Source: an optimization exercise on an open RTL-to-GDS flow (aim: a short achievable clock period and few clock cycles per item). Production flows keep margins and buffers that such runs may drop. RTL that was checked went through simulation tests only; none was proved equivalent to the original. No activity file was given, so power comes from the tool's default toggle rates.

== rev 12 ==
Design legv8Core, start of the top module:
module legv8Core (
	input logic clock,
	input logic rst,
	input logic [XLEN-1:0] imemData,  
	output logic [XLEN-1:0] imemAddr,
	output logic commitValid,
	output logic [XLEN-1:0] commitPc,
	output logic commitRegWrite,
	output logic [REG_ADDR_W-1:0] commitRd,
	output logic [XLEN-1:0] commitRegData,
	output logic commitMemWrite,
	output logic [DMEM_INDEX_W-1:0] commitMemIndex,
	output logic [XLEN-1:0] commitStoreData
);
For scale: roughly 7,800 cells after synthesis, roughly 1,800 flip-flops, about 100,000 um^2 of cells after synthesis.
==> module prefixAdder, before the edit <==
module prefixAdder #(
	parameter int W = 32
) (
	input logic [W-1:0] a,
	input logic [W-1:0] b,
	input logic cin,
	output logic [W-1:0] sum
);
	localparam int LEVELS = $clog2(W);
	logic [LEVELS:0][W-1:0] gen;  
	logic [LEVELS:0][W-1:0] prop;
	logic [W-1:0] half;
	assign half = a ^ b;
	assign gen[0] = (a & b) | {{(W-1){1'b0}}, cin & half[0]};
	assign prop[0] = half;
	for (genvar l = 0; l < LEVELS; l++) begin : g_level
		for (genvar i = 0; i < W; i++) begin : g_bit
			if (i >= (1 << l)) begin : g_merge
				assign gen[l+1][i] = gen[l][i] | (prop[l][i] & gen[l][i-(1<<l)]);
				assign prop[l+1][i] = prop[l][i] & prop[l][i-(1<<l)];
			end else begin : g_pass
				assign gen[l+1][i] = gen[l][i];
				assign prop[l+1][i] = prop[l][i];
			end
		end
	end
	assign sum = half ^ {gen[LEVELS][W-2:0], cin};
endmodule
==> flow/config.mk <==
export PLATFORM = sky130hd
export DESIGN_NAME = legv8Core
export DESIGN_NICKNAME = legv8Core
export VERILOG_FILES = /design/flow/design.v
export SDC_FILE = /design/flow/constraint.sdc
export NUM_CORES = 4
export LEC_CHECK = 0
export ABC_CLOCK_PERIOD_IN_PS = 2000
export CAP_MARGIN = 20
export CORE_MARGIN = 2
export CORE_UTILIZATION = 50
export SLEW_MARGIN = 20
export TNS_END_PERCENT = 100
==> flow/constraint.sdc <==
create_clock -name core_clock -period 13.0 [get_ports {clock}]
set_input_delay 2.6000 -clock core_clock [delete_from_list [all_inputs] [get_ports {clock}]]
set_output_delay 2.6000 -clock core_clock [all_outputs]
set_load 0.01 [all_outputs]
standard.sh (not shown) runs the stock make flow with config.mk's settings and CLKGATE_MAP_FILE= SYNTH_SCRIPT=/design/flow/synth_recipe.tcl, a recipe that flattens the netlist after the stock synthesis.
==> flow/flow/run.sh <==
#!/bin/bash
# The standard layout, with two changes to how it is made:
# - the timing repair is asked to leave this much setup slack at the design's
#   clock period, so that it shortens every path as far as it can;
# - the port buffers are plain buffers, which the repair can then size up,
#   instead of the delay buffers buffer_ports picks by default.
set -euo pipefail
bash standard.sh "BUFFER_PORTS_ARGS=-buffer_cell sky130_fd_sc_hd__buf_4" SETUP_SLACK_MARGIN=7.6 finish > standard_make.log 2>&1
Rev 12: flow completed, timing, DRC and antenna clean
The inputs of rev 13 differ from those of rev 12 as listed below.
diff --git a/flow/design.v b/flow/design.v
--- a/flow/design.v
+++ b/flow/design.v
@@ -211,20 +211,20 @@
 		|| (selAnd && ((operandA & operandB) != '0))
 		|| (selOrr && ((operandA | operandB) != '0)));
 endmodule
 `default_nettype wire
 `default_nettype none
 module prefixAdder #(
-	parameter int W = 32
+	parameter int W = 32  
 ) (
 	input logic [W-1:0] a,
 	input logic [W-1:0] b,
 	input logic cin,
 	output logic [W-1:0] sum
 );
-	localparam int LEVELS = $clog2(W);
+	localparam int LEVELS = 5;  
 	logic [LEVELS:0][W-1:0] gen;  
 	logic [LEVELS:0][W-1:0] prop;
 	logic [W-1:0] half;
 	assign half = a ^ b;
 	assign gen[0] = (a & b) | {{(W-1){1'b0}}, cin & half[0]};
 	assign prop[0] = half;
Notes after the runs:
Rev 13 | status: complete | timing, DRC, antenna: pass. As far as number of clock-tree buffers in the layout goes, rev 12 and rev 13 are indistinguishable; the numbers are identical. Final routed wirelength across all metal layers: rev 13 vs rev 12 identical. Net count of the mapped netlist came out exactly the same in rev 12 and rev 13. Diff rev 13..rev 12 | proportion of final cell area spent on non-clock buffers | unchanged. As far as post-synthesis cell count goes, rev 12 and rev 13 are indistinguishable; the numbers are identical. For power share of the combinational group, rev 12 and rev 13 come out practically identical. Share of power burned in registers: rev 12 vs rev 13, no meaningful difference. Rev 13 -> rev 12: number of placement rows delta 0, exact match. Diff rev 13..rev 12 | first-pass GRT wire length | unchanged. From rev 13 to rev 12, die area did not move at all. Rev 12 -> rev 13: count of flip-flops with a built-in enable after synthesis delta 0, exact match. As far as fraction of power spent switching nets is concerned, rev 12 and rev 13 perform about the same.
Testbench counts of rev 13, summed over its fixed seeds: cycles 24,024, commits 24,000.
For rev 12, only the layout was checked, not whether the RTL still works.

port drivers added, routing unchanged:
The results above use ideal ports. As a check the final layouts listed here were re-extracted and re-timed, cells and wires unchanged. Step 1, drivers: a clkbuf_16 drives clock and a buf_2 each remaining input, both assumed. Step 2, shift: input delay + t, output delay - t, t = (earliest + latest rising clock arrival at the registers) / 2. This alone moves slack from input paths to output paths. Slacks: ideal ports / drivers / drivers and shift; pairs: ideal ports / drivers.
run | shift t [ns] | slack for setup (ns) | latest minus earliest clock arrival (ns) | slew at the worst register clock pin (ns) | worst slew at a driven data input, ns
rev 12 | 0.936 | 7.471 / 7.422 / 6.722 | 0.067 / 0.067 | 0.08 / 0.08 | 0.10
rev 13 | 0.936 | 7.471 / 7.422 / 6.722 | 0.067 / 0.067 | 0.08 / 0.08 | 0.10
After both steps every run listed still meets setup and hold.
